Context: an optimization exercise on an open-source flow, tuned for a short achievable clock period and few clock cycles. The choices shown serve that exercise and are no tape-out recipe. Where RTL was checked, it was by simulation tests only, not by an equivalence proof against the original. Power is estimated from default activity; no workload was simulated.

// icache_nway_lru
module icache_nway_lru #(
   parameter int ADDR_W = 32,
   parameter int WAYS   = 4,
   parameter int SETS   = 4,
   parameter int WPL    = 2,
   parameter int PAGE   = 12
) (
   input  logic                clk,
   input  logic                reset,
   input  logic                proc_req,
   input  logic [ADDR_W-1:0]   address_from_proc,
   input  logic                flush,
   output logic [31:0]         data_to_proc,
   output logic                proc_resp_valid,
   output logic                hit_miss,
   output logic                busy,
   output logic                ram_req,
   output logic [ADDR_W-1:0]   address_to_ram,
   input  logic [32*WPL-1:0]   data_from_ram,
   input  logic                ram_access_done
);
Size: roughly 3500 cells after synthesis, roughly 170 I/O pins, ~66000 sq um of cells after synthesis.
clock: 8.5 ns
lec_check: 0
abc_clock_period_in_ps: 2000
cap_margin: 20
core_margin: 2
core_utilization: 50
place_density: 0.65
setup_slack_margin: 5
slew_margin: 20
standard.sh (not shown) runs the stock make flow with config.mk's settings and CLKGATE_MAP_FILE= SYNTH_SCRIPT=/design/flow/synth_recipe.tcl, a recipe that flattens the netlist after the stock synthesis.
==> flow/flow/run.sh <==
#!/bin/bash
# Standard layout, with timing repair aiming further below the clock period and
# a few slow multi-input OR/NOR cells kept out of synthesis and repair.
set -euo pipefail
base=$(make -s -C "$FLOW_HOME" DESIGN_CONFIG="$PWD/config.mk" print-DONT_USE_CELLS | sed -n 's/^DONT_USE_CELLS: //p')
extra="sky130_fd_sc_hd__or3_1 sky130_fd_sc_hd__or3_2 sky130_fd_sc_hd__or3_4 sky130_fd_sc_hd__or3b_1 sky130_fd_sc_hd__or3b_2 sky130_fd_sc_hd__or3b_4 sky130_fd_sc_hd__or4_1 sky130_fd_sc_hd__or4_2 sky130_fd_sc_hd__or4_4 sky130_fd_sc_hd__or4b_1 sky130_fd_sc_hd__or4b_2 sky130_fd_sc_hd__or4b_4 sky130_fd_sc_hd__or4bb_1 sky130_fd_sc_hd__or4bb_2 sky130_fd_sc_hd__or4bb_4"
bash standard.sh SETUP_SLACK_MARGIN=6 "DONT_USE_CELLS=$base $extra"  finish > orfs_make.log 2>&1
The baseline went through all stages and came out clean.
Testbench counts at the start, summed over its fixed seeds: cycles 44,685.
Then changed:
--- a/flow/flow/run.sh
+++ b/flow/flow/run.sh
@@ -7 +7 @@
-bash standard.sh SETUP_SLACK_MARGIN=6 "DONT_USE_CELLS=$base $extra"  finish > orfs_make.log 2>&1
+bash standard.sh SETUP_SLACK_MARGIN=6 "DONT_USE_CELLS=$base $extra" "GLOBAL_PLACEMENT_ARGS=-virtual_cts -timing_driven_net_weight_max 5" finish > orfs_make.log 2>&1
Settings changed: CORE_UTILIZATION 50 to 40, PLACE_DENSITY 0.65 to unset.
Worst hold slack stays flat.
Sequential power is about the same.
Clock skew went up by 0.013 ns.
Cell count is higher by 7.2%.
Then changed:
--- a/flow/flow/run.sh
+++ b/flow/flow/run.sh
@@ -2,2 +2,3 @@
-# Standard layout, with timing repair aiming further below the clock period and
-# a few slow multi-input OR/NOR cells kept out of synthesis and repair.
+# Standard layout, with timing repair aiming further below the clock period,
+# a few slow multi-input OR cells kept out of synthesis and repair, and a
+# delay-oriented variant of ORFS's ABC mapping script.
@@ -5,0 +7 @@
+[ -n "$base" ] || { echo "no DONT_USE_CELLS from the platform" >&2; exit 1; }
@@ -7 +9,6 @@
-bash standard.sh SETUP_SLACK_MARGIN=6 "DONT_USE_CELLS=$base $extra" "GLOBAL_PLACEMENT_ARGS=-virtual_cts -timing_driven_net_weight_max 5" finish > orfs_make.log 2>&1
+sed -e 's/^&nf$/\&nf -p -C 32/' "$FLOW_HOME/scripts/abc_speed.script" > "$PWD/abc_mod.script"
+{ head -n 1 synth_recipe.tcl
+  echo "set ::abc_mod_script $PWD/abc_mod.script"
+  cat flow/abc_override.tcl
+  tail -n +2 synth_recipe.tcl; } > "$PWD/synth_mod.tcl"
+bash standard.sh SETUP_SLACK_MARGIN=6 "DONT_USE_CELLS=$base $extra" SYNTH_SCRIPT="$PWD/synth_mod.tcl" finish > orfs_make.log 2>&1
==> flow/flow/abc_override.tcl (new file) <==
# Makes the synthesis's ABC mapping step read abc_mod.script (written by run.sh)
# in place of ORFS's abc_speed.script; everything else is the standard flow's synthesis.
yosys -import
rename abc abc_my
proc abc {args} {
  set i [lsearch -exact $args -script]
  if {$i >= 0} { lset args [expr {$i + 1}] $::abc_mod_script }
  abc_my {*}$args
}
After rerunning:
- cell area falls by 0.36%
- worst setup slack is better by 0.011 ns
- global-route usage rises by 0.74 points
- final cell count falls by 0.40%
- fmax rises by 0.34%

icache_nway_lru, a different RTL version from the one above (not shown whole).
Size in the first run: about 3900 cells after synthesis, about 1700 flip-flops, ~170 I/O pins, about 65000 um^2 of cells after synthesis.
Settings: LEC_CHECK=0, ABC_CLOCK_PERIOD_IN_PS=2000, CAP_MARGIN=20, CORE_MARGIN=2, CORE_UTILIZATION=40, GPL_TIMING_DRIVEN=1, SETUP_SLACK_MARGIN=5, SLEW_MARGIN=20; clock period 8.5 ns.
==> flow/flow/run.sh <==
#!/bin/bash
# Standard layout, with timing repair aiming further below the clock period.
set -euo pipefail
bash standard.sh SETUP_SLACK_MARGIN=6 finish > orfs_make.log 2>&1
Change:
GPL_TIMING_DRIVEN = default   (was 1)
=>
- global-route usage is unchanged
- non-clock buffer count is unchanged
- register-to-register slack is about the same
- die area stays the same
- design area does not change
- sequential power barely changes
- flip-flop and latch count does not change
Change:
CORE_UTILIZATION = 65   (was 40)
Result:
- With this change the flow finished but fails on max-capacitance violations, max-slew violations
- synthesized area does not change
- design area decreases by 4.3%
- total power decreases by 2.9%
- worst setup slack gets worse by 0.13 ns
- combinational power stays flat
- clock-buffer cell count decreases by 11
- wire length increases by 1.8%
- critical path depth increases by 7
- non-clock buffer count decreases by 130
Change:
CORE_UTILIZATION = 50   (was 65)
PLACE_DENSITY = 0.7   (was default)
With this change the flow finished with timing, DRC and antenna clean.
Critical path depth fell by 1.
Worst hold slack loses 0.0060 ns.
Clock skew rises by 0.0063 ns.
Cell area barely changes.
Utilization went down by 20 points.
No run of this note included a check of the RTL's function; only the layout flow was run.

static timing again, ports no longer ideal:
In the flow no input, the clock included, has a driving cell. The finished layouts below were timed again as built, in two steps.
Step 1 (the two cells are an assumption about what drives the block):
set clk [get_ports {clk}]
set_driving_cell -lib_cell sky130_fd_sc_hd__clkbuf_16 $clk
set_driving_cell -lib_cell sky130_fd_sc_hd__buf_2 [delete_from_list [all_inputs] $clk]
Step 2 moves the port delays by t, midway between the first and last clock arrival at a register: inputs arrive t later, outputs are due t later. That takes back most of the time a late clock gives input paths.
Slacks: no drivers / after step 1 / after step 2; pairs: no drivers / after step 1.
run | shift t [ns] | setup WS [ns] | worst data-port slew with drivers (ns) | pins driven straight from the clock port
the first run of note 1 | 0.876 | 5.409 / 5.325 / 4.462 | 0.30 | 1
the second run of note 1 | 0.873 | 5.400 / 5.323 / 4.462 | 0.41 | 1
the third run of note 1 | 0.887 | 5.410 / 5.327 / 4.684 | 0.23 | 1
the first run of note 2 | 0.913 | 5.227 / 5.145 / 4.373 | 0.09 | 1
the second run of note 2 | 0.913 | 5.227 / 5.145 / 4.373 | 0.09 | 1
the third run of note 2 | 0.889 | 5.100 / 5.150 / 4.261 | 0.12 | 1
the fourth run of note 2 | 0.901 | 5.079 / 5.121 / 4.220 | 0.11 | 1
For the first run of note 1, which loses most, drivers alone change the setup slack by -0.084 ns; drivers and shift together by -0.947 ns.
